This design comes from an exercise in tuning for small area on the open sky130 flow, not from production work. Function was checked by simulation only, so behaviour that the tests miss may differ from the original.

// multicycle_processor
module multicycle_processor
(
  input  logic              Clock,
  input  logic              Resetn,
  input  logic              Run,
  output logic              Done,
  output logic [multicycle_processor_pkg::DATA_W-1:0] BusWires,
  output logic [2:0]        Tstep,
  output logic [multicycle_processor_pkg::DATA_W-1:0] Rx_data,
  output logic [multicycle_processor_pkg::DATA_W-1:0] Ry_data,
  output logic [multicycle_processor_pkg::ADDR_W-1:0] MemAddr,
  output logic [multicycle_processor_pkg::DATA_W-1:0] MemWData,
  output logic              MemWrite,
  input  logic [multicycle_processor_pkg::DATA_W-1:0] MemRData
);
==> module multicycle_processor, before the edit <==
module multicycle_processor
(
  input  logic              Clock,
  input  logic              Resetn,
  input  logic              Run,
  output logic              Done,
  output logic [multicycle_processor_pkg::DATA_W-1:0] BusWires,
  output logic [2:0]        Tstep,
  output logic [multicycle_processor_pkg::DATA_W-1:0] Rx_data,
  output logic [multicycle_processor_pkg::DATA_W-1:0] Ry_data,
  output logic [multicycle_processor_pkg::ADDR_W-1:0] MemAddr,
  output logic [multicycle_processor_pkg::DATA_W-1:0] MemWData,
  output logic              MemWrite,
  input  logic [multicycle_processor_pkg::DATA_W-1:0] MemRData
);
  logic [2:0]  t_q, t_d;
  logic [8:0]  ir_q;
  logic [15:0] r_q [0:7];
  logic        nz_q;
  logic [15:0] alu, pc_inc;
  logic [2:0] op, rx, ry;
  assign op = ir_q[8:6];
  assign rx = ir_q[5:3];
  assign ry = ir_q[2:0];
  logic t0, t1, t2, t3, t4, t5;
  assign t0 = (t_q == 3'd0);
  assign t1 = (t_q == 3'd1);
  assign t2 = (t_q == 3'd2);
  assign t3 = (t_q == 3'd3);
  assign t4 = (t_q == 3'd4);
  assign t5 = (t_q == 3'd5);
  logic o_mv, o_mvi, o_addsub, o_mvnz, o_ld, o_st, o_nop;
  assign o_mv     = (op == 3'd0);
  assign o_mvi    = (op == 3'd1);
  assign o_addsub = (op[2:1] == 2'b01);
  assign o_mvnz   = (op == 3'd4);
  assign o_ld     = (op == 3'd5);
  assign o_st     = (op == 3'd6);
  assign o_nop    = (op == 3'd7);
  logic s_r7, s_rx, s_ry, s_din, s_alu;
  assign s_r7  = (t0 & Run) | (t3 & o_mvi);
  logic s_r7v;
  assign s_r7v = s_r7 & vld[7];
  assign s_rx  = (t3 & o_addsub) | (t4 & o_st);
  assign s_ry  = (t3 & (o_mv | o_ld | o_st | (o_mvnz & nz_q))) | (t4 & o_addsub);
  assign s_din = t5 & (o_mvi | o_ld);
  assign s_alu = t5 & o_addsub;
  always_comb begin
    Rx_data = '0;
    Ry_data = '0;
    for (int k = 0; k < 8; k++) begin
      Rx_data = Rx_data | ({16{rx == k && vld[k]}} & r_q[k]);
      Ry_data = Ry_data | ({16{ry == k && vld[k]}} & r_q[k]);
    end
  end
  logic [15:0] alu_b;
  logic [16:0] alu_c;
  assign alu_b    = Ry_data ^ {16{op[0]}};
  assign alu_c[0] = op[0];
  for (genvar b = 0; b < 16; b++) begin : g_alu
    assign alu[b]     = Rx_data[b] ^ alu_b[b] ^ alu_c[b];
    assign alu_c[b+1] = (Rx_data[b] & alu_b[b]) | (alu_c[b] & (Rx_data[b] ^ alu_b[b]));
  end
  logic [15:0] pc_v;
  logic [16:0] pc_c;
  assign pc_v    = r_q[7] & {16{vld[7]}};
  assign pc_c[0] = 1'b1;
  for (genvar b = 0; b < 16; b++) begin : g_inc
    assign pc_inc[b] = pc_v[b] ^ pc_c[b];
    assign pc_c[b+1] = pc_v[b] & pc_c[b];
  end
  assign BusWires = ({16{s_r7v}} & r_q[7])
                  | ({16{s_rx}}  & Rx_data)
                  | ({16{s_ry}}  & Ry_data)
                  | ({16{s_din}} & MemRData)
                  | ({16{s_alu}} & alu);
  logic done, wr_rx, incr_pc;
  assign done    = (t3 & (o_mv | o_mvnz | o_nop)) | t5;
  assign wr_rx   = (t3 & (o_mv | (o_mvnz & nz_q))) | (t5 & (o_mvi | o_ld | o_addsub));
  assign incr_pc = s_r7;
  always_comb begin
    if (done)          t_d = 3'd0;
    else if (t0)       t_d = Run ? 3'd1 : 3'd0;
    else               t_d = t_q + 3'd1;
  end
  always_ff @(posedge Clock or negedge Resetn) begin
    if (!Resetn) begin
      t_q  <= 3'd0;
      ir_q <= '0;
      nz_q <= 1'b0;
    end else begin
      t_q <= t_d;
      if (t2) ir_q <= MemRData[8:0];
      if (s_alu) nz_q <= |BusWires;
    end
  end
  logic [7:0] vld;
  genvar i;
  generate
    for (i = 0; i < 7; i++) begin : g_r
      always_ff @(posedge Clock or negedge Resetn) begin
        if (!Resetn) vld[i] <= 1'b0;
        else if (wr_rx && rx == i) vld[i] <= 1'b1;
      end
      always_ff @(posedge Clock) begin
        if (wr_rx && rx == i) r_q[i] <= BusWires;
      end
    end
  endgenerate
  always_ff @(posedge Clock or negedge Resetn) begin
    if (!Resetn) vld[7] <= 1'b0;
    else if (incr_pc || (wr_rx && rx == 3'd7)) vld[7] <= 1'b1;
  end
  always_ff @(posedge Clock) begin
    if (incr_pc) r_q[7] <= pc_inc;
    else if (wr_rx && rx == 3'd7) r_q[7] <= BusWires;
  end
  logic use_ry;
  assign use_ry  = t_q[2] & (o_ld | o_st);
  logic [6:0] pc_dec;
  logic [7:0] pc_bw;
  assign pc_bw[0] = 1'b1;
  for (genvar b = 0; b < 7; b++) begin : g_dec
    assign pc_dec[b]  = r_q[7][b] ^ pc_bw[b];
    assign pc_bw[b+1] = ~r_q[7][b] & pc_bw[b];
  end
  assign MemAddr = use_ry ? Ry_data[6:0] : pc_dec;
  assign MemWData = Rx_data;
  assign MemWrite = t5 & o_st;
  assign Done  = done;
  assign Tstep = t_q;
endmodule
clock: 10.0 ns
lec_check: 0
cap_margin: 20
core_margin: 2
core_utilization: 40
slew_margin: 20
run.sh (not shown) runs the stock make flow with config.mk's settings and CLKGATE_MAP_FILE= SYNTH_SCRIPT=/design/flow/synth_recipe.tcl, a recipe that flattens the netlist after the stock synthesis.
The first run completed without violations.
==> next run, changes <==
--- a/flow/design.v
+++ b/flow/design.v
@@ -95,37 +95,15 @@
   assign o_nop    = (op == 3'd7);
   logic s_r7, s_rx, s_ry, s_din, s_alu;
   assign s_r7  = (t0 & Run) | (t3 & o_mvi);
-  logic s_r7v;
-  assign s_r7v = s_r7 & vld[7];
   assign s_rx  = (t3 & o_addsub) | (t4 & o_st);
   assign s_ry  = (t3 & (o_mv | o_ld | o_st | (o_mvnz & nz_q))) | (t4 & o_addsub);
   assign s_din = t5 & (o_mvi | o_ld);
   assign s_alu = t5 & o_addsub;
-  always_comb begin
-    Rx_data = '0;
-    Ry_data = '0;
-    for (int k = 0; k < 8; k++) begin
-      Rx_data = Rx_data | ({16{rx == k && vld[k]}} & r_q[k]);
-      Ry_data = Ry_data | ({16{ry == k && vld[k]}} & r_q[k]);
-    end
-  end
-  logic [15:0] alu_b;
-  logic [16:0] alu_c;
-  assign alu_b    = Ry_data ^ {16{op[0]}};
-  assign alu_c[0] = op[0];
-  for (genvar b = 0; b < 16; b++) begin : g_alu
-    assign alu[b]     = Rx_data[b] ^ alu_b[b] ^ alu_c[b];
-    assign alu_c[b+1] = (Rx_data[b] & alu_b[b]) | (alu_c[b] & (Rx_data[b] ^ alu_b[b]));
-  end
-  logic [15:0] pc_v;
-  logic [16:0] pc_c;
-  assign pc_v    = r_q[7] & {16{vld[7]}};
-  assign pc_c[0] = 1'b1;
-  for (genvar b = 0; b < 16; b++) begin : g_inc
-    assign pc_inc[b] = pc_v[b] ^ pc_c[b];
-    assign pc_c[b+1] = pc_v[b] & pc_c[b];
-  end
-  assign BusWires = ({16{s_r7v}} & r_q[7])
+  assign Rx_data = r_q[rx];
+  assign Ry_data = r_q[ry];
+  assign alu    = op[0] ? Rx_data - Ry_data : Rx_data + Ry_data;
+  assign pc_inc = r_q[7] + 16'd1;
+  assign BusWires = ({16{s_r7}}  & r_q[7])
                   | ({16{s_rx}}  & Rx_data)
                   | ({16{s_ry}}  & Ry_data)
                   | ({16{s_din}} & MemRData)
@@ -150,37 +128,23 @@
       if (s_alu) nz_q <= |BusWires;
     end
   end
-  logic [7:0] vld;
   genvar i;
   generate
     for (i = 0; i < 7; i++) begin : g_r
       always_ff @(posedge Clock or negedge Resetn) begin
-        if (!Resetn) vld[i] <= 1'b0;
-        else if (wr_rx && rx == i) vld[i] <= 1'b1;
-      end
-      always_ff @(posedge Clock) begin
-        if (wr_rx && rx == i) r_q[i] <= BusWires;
+        if (!Resetn) r_q[i] <= '0;
+        else if (wr_rx && rx == i) r_q[i] <= BusWires;
       end
     end
   endgenerate
   always_ff @(posedge Clock or negedge Resetn) begin
-    if (!Resetn) vld[7] <= 1'b0;
-    else if (incr_pc || (wr_rx && rx == 3'd7)) vld[7] <= 1'b1;
-  end
-  always_ff @(posedge Clock) begin
-    if (incr_pc) r_q[7] <= pc_inc;
+    if (!Resetn) r_q[7] <= '0;
+    else if (incr_pc) r_q[7] <= pc_inc;
     else if (wr_rx && rx == 3'd7) r_q[7] <= BusWires;
   end
   logic use_ry;
   assign use_ry  = t_q[2] & (o_ld | o_st);
-  logic [6:0] pc_dec;
-  logic [7:0] pc_bw;
-  assign pc_bw[0] = 1'b1;
-  for (genvar b = 0; b < 7; b++) begin : g_dec
-    assign pc_dec[b]  = r_q[7][b] ^ pc_bw[b];
-    assign pc_bw[b+1] = ~r_q[7][b] & pc_bw[b];
-  end
-  assign MemAddr = use_ry ? Ry_data[6:0] : pc_dec;
+  assign MemAddr = use_ry ? Ry_data[6:0] : (r_q[7][6:0] - 7'd1);
   assign MemWData = Rx_data;
   assign MemWrite = t5 & o_st;
   assign Done  = done;
Cell count grows by a quarter to a third.
Via count grows by a quarter to a third.
Cell area grows by roughly a tenth.
Core utilization shrinks by 4.9 points.
Sequential share of layout area shrinks by 11 points.
Wire length grows by about a fifth.
Die area grows by about a fifth.

* * *

multicycle_processor, a different RTL version from the one above (not shown whole).
Size in the first run: ~790 cells after synthesis, roughly 150 flip-flops, about 95 I/O pins, about 8700 um2 of cells after synthesis.
==> module multicycle_processor, before the edit <==
module multicycle_processor
(
  input  logic              Clock,
  input  logic              Resetn,
  input  logic              Run,
  output logic              Done,
  output logic [multicycle_processor_pkg::DATA_W-1:0] BusWires,
  output logic [2:0]        Tstep,
  output logic [multicycle_processor_pkg::DATA_W-1:0] Rx_data,
  output logic [multicycle_processor_pkg::DATA_W-1:0] Ry_data,
  output logic [multicycle_processor_pkg::ADDR_W-1:0] MemAddr,
  output logic [multicycle_processor_pkg::DATA_W-1:0] MemWData,
  output logic              MemWrite,
  input  logic [multicycle_processor_pkg::DATA_W-1:0] MemRData
);
  logic [2:0]  t_q, t_d;
  logic [8:0]  ir_q;
  logic [15:0] r_q [0:7];
  logic        nz_q;
  logic [15:0] alu, pc_inc;
  logic [2:0] op, rx, ry;
  assign op = ir_q[8:6];
  assign rx = ir_q[5:3];
  assign ry = ir_q[2:0];
  logic t0, t1, t2, t3, t4, t5;
  assign t0 = (t_q == 3'd0);
  assign t1 = (t_q == 3'd1);
  assign t2 = (t_q == 3'd2);
  assign t3 = (t_q == 3'd3);
  assign t4 = (t_q == 3'd4);
  assign t5 = (t_q == 3'd5);
  logic o_mv, o_mvi, o_addsub, o_mvnz, o_ld, o_st, o_nop;
  assign o_mv     = (op == 3'd0);
  assign o_mvi    = (op == 3'd1);
  assign o_addsub = (op[2:1] == 2'b01);
  assign o_mvnz   = (op == 3'd4);
  assign o_ld     = (op == 3'd5);
  assign o_st     = (op == 3'd6);
  assign o_nop    = (op == 3'd7);
  logic s_r7, s_rx, s_ry, s_din, s_alu;
  assign s_r7  = (t0 & Run) | (t3 & o_mvi);
  logic s_r7v;
  assign s_r7v = s_r7 & vld[7];
  assign s_rx  = (t3 & o_addsub) | (t4 & o_st);
  assign s_ry  = (t3 & (o_mv | o_ld | o_st | (o_mvnz & nz_q))) | (t4 & o_addsub);
  assign s_din = t5 & (o_mvi | o_ld);
  assign s_alu = t5 & o_addsub;
  always_comb begin
    Rx_data = '0;
    Ry_data = '0;
    for (int k = 0; k < 8; k++) begin
      Rx_data = Rx_data | ({16{rx == k && vld[k]}} & r_q[k]);
      Ry_data = Ry_data | ({16{ry == k && vld[k]}} & r_q[k]);
    end
  end
  assign alu    = op[0] ? Rx_data - Ry_data : Rx_data + Ry_data;
  assign pc_inc = vld[7] ? r_q[7] + 16'd1 : 16'd1;
  assign BusWires = ({16{s_r7v}} & r_q[7])
                  | ({16{s_rx}}  & Rx_data)
                  | ({16{s_ry}}  & Ry_data)
                  | ({16{s_din}} & MemRData)
                  | ({16{s_alu}} & alu);
  logic done, wr_rx, incr_pc;
  assign done    = (t3 & (o_mv | o_mvnz | o_nop)) | t5;
  assign wr_rx   = (t3 & (o_mv | (o_mvnz & nz_q))) | (t5 & (o_mvi | o_ld | o_addsub));
  assign incr_pc = s_r7;
  always_comb begin
    if (done)          t_d = 3'd0;
    else if (t0)       t_d = Run ? 3'd1 : 3'd0;
    else               t_d = t_q + 3'd1;
  end
  always_ff @(posedge Clock or negedge Resetn) begin
    if (!Resetn) begin
      t_q  <= 3'd0;
      ir_q <= '0;
      nz_q <= 1'b0;
    end else begin
      t_q <= t_d;
      if (t2) ir_q <= MemRData[8:0];
      if (s_alu) nz_q <= |BusWires;
    end
  end
  logic [7:0] vld;
  genvar i;
  generate
    for (i = 0; i < 7; i++) begin : g_r
      always_ff @(posedge Clock or negedge Resetn) begin
        if (!Resetn) vld[i] <= 1'b0;
        else if (wr_rx && rx == i) vld[i] <= 1'b1;
      end
      always_ff @(posedge Clock) begin
        if (wr_rx && rx == i) r_q[i] <= BusWires;
      end
    end
  endgenerate
  always_ff @(posedge Clock or negedge Resetn) begin
    if (!Resetn) vld[7] <= 1'b0;
    else if (incr_pc || (wr_rx && rx == 3'd7)) vld[7] <= 1'b1;
  end
  always_ff @(posedge Clock) begin
    if (incr_pc) r_q[7] <= pc_inc;
    else if (wr_rx && rx == 3'd7) r_q[7] <= BusWires;
  end
  logic use_ry;
  assign use_ry  = t_q[2] & (o_ld | o_st);
  assign MemAddr = use_ry ? Ry_data[6:0] : (r_q[7][6:0] - 7'd1);
  assign MemWData = Rx_data;
  assign MemWrite = t5 & o_st;
  assign Done  = done;
  assign Tstep = t_q;
endmodule
clock: 10.0 ns
lec_check: 0
cap_margin: 20
core_margin: 2
core_utilization: 40
slew_margin: 20
Rerun with:
--- a/flow/design.v
+++ b/flow/design.v
@@ -110,6 +110,28 @@
     end
   end
-  assign alu    = op[0] ? Rx_data - Ry_data : Rx_data + Ry_data;
-  assign pc_inc = vld[7] ? r_q[7] + 16'd1 : 16'd1;
+  logic [15:0] alu_b;
+  logic [16:0] alu_c;
+  logic        c8_q;
+  assign alu_b    = Ry_data ^ {16{op[0]}};
+  assign alu_c[0] = op[0];
+  for (genvar b = 0; b < 16; b++) begin : g_alu
+    logic cin;
+    if (b == 8) begin : g_c8
+      assign cin = c8_q;
+    end else begin : g_cb
+      assign cin = alu_c[b];
+    end
+    assign alu[b]     = Rx_data[b] ^ alu_b[b] ^ cin;
+    assign alu_c[b+1] = (Rx_data[b] & alu_b[b]) | (cin & (Rx_data[b] ^ alu_b[b]));
+  end
+  always_ff @(posedge Clock) begin
+    c8_q <= alu_c[8];
+  end
+  logic [16:0] pc_c;
+  assign pc_c[0] = incr_pc;
+  for (genvar b = 0; b < 16; b++) begin : g_inc
+    assign pc_inc[b] = BusWires[b] ^ pc_c[b];
+    assign pc_c[b+1] = BusWires[b] & pc_c[b];
+  end
   assign BusWires = ({16{s_r7v}} & r_q[7])
                   | ({16{s_rx}}  & Rx_data)
@@ -121,4 +143,7 @@
   assign wr_rx   = (t3 & (o_mv | (o_mvnz & nz_q))) | (t5 & (o_mvi | o_ld | o_addsub));
   assign incr_pc = s_r7;
+  always_ff @(posedge Clock) begin
+    if (t2) ir_q[8:6] <= MemRData[8:6];
+  end
   always_comb begin
     if (done)          t_d = 3'd0;
@@ -129,9 +154,9 @@
     if (!Resetn) begin
       t_q  <= 3'd0;
-      ir_q <= '0;
+      ir_q[5:0] <= '0;
       nz_q <= 1'b0;
     end else begin
       t_q <= t_d;
-      if (t2) ir_q <= MemRData[8:0];
+      if (t2) ir_q[5:0] <= MemRData[5:0];
       if (s_alu) nz_q <= |BusWires;
     end
@@ -155,10 +180,16 @@
   end
   always_ff @(posedge Clock) begin
-    if (incr_pc) r_q[7] <= pc_inc;
-    else if (wr_rx && rx == 3'd7) r_q[7] <= BusWires;
+    if (incr_pc || (wr_rx && rx == 3'd7)) r_q[7] <= pc_inc;
   end
   logic use_ry;
   assign use_ry  = t_q[2] & (o_ld | o_st);
-  assign MemAddr = use_ry ? Ry_data[6:0] : (r_q[7][6:0] - 7'd1);
+  logic [6:0] pc_dec;
+  logic [7:0] pc_bw;
+  assign pc_bw[0] = 1'b1;
+  for (genvar b = 0; b < 7; b++) begin : g_dec
+    assign pc_dec[b]  = r_q[7][b] ^ pc_bw[b];
+    assign pc_bw[b+1] = ~r_q[7][b] & pc_bw[b];
+  end
+  assign MemAddr = use_ry ? Ry_data[6:0] : pc_dec;
   assign MemWData = Rx_data;
   assign MemWrite = t5 & o_st;
The changed run went through all stages and came out clean.
Worst hold slack gains 0.0070 ns.
Sequential cell count goes up by 1.
Routed wire length fell by 13%.
Design area goes down by 8.3%.
Non-clock buffer count rose by 1.
Clock skew increases by 0.0052 ns.
Setup slack degrades by 0.59 ns.

what the ideal ports hide:
The results above use ideal ports. As a check the final layouts listed here were re-extracted and re-timed, cells and wires unchanged. Step 1 assumes that a clkbuf_16 drives the clock port and a buf_2 every other input. Step 2 moves the port delays by t, midway between the first and last clock arrival at a register: inputs arrive t later, outputs are due t later. That takes back most of the time a late clock gives input paths. a / b / c = ideal ports / drivers / drivers and shift; a / b = the first two.
run	t, ns	setup WS [ns]	slew at the worst register clock pin (ns)
the first run of note 1	0.479	0.254 / 0.209 / 0.688	0.07 / 0.07
the second run of note 1	0.476	1.746 / 1.699 / 2.176	0.07 / 0.07
the first run of note 2	0.471	1.563 / 1.520 / 1.991	0.07 / 0.07
the second run of note 2	0.473	0.973 / 0.927 / 1.400	0.07 / 0.07
After both steps setup and hold are still met in every run listed.
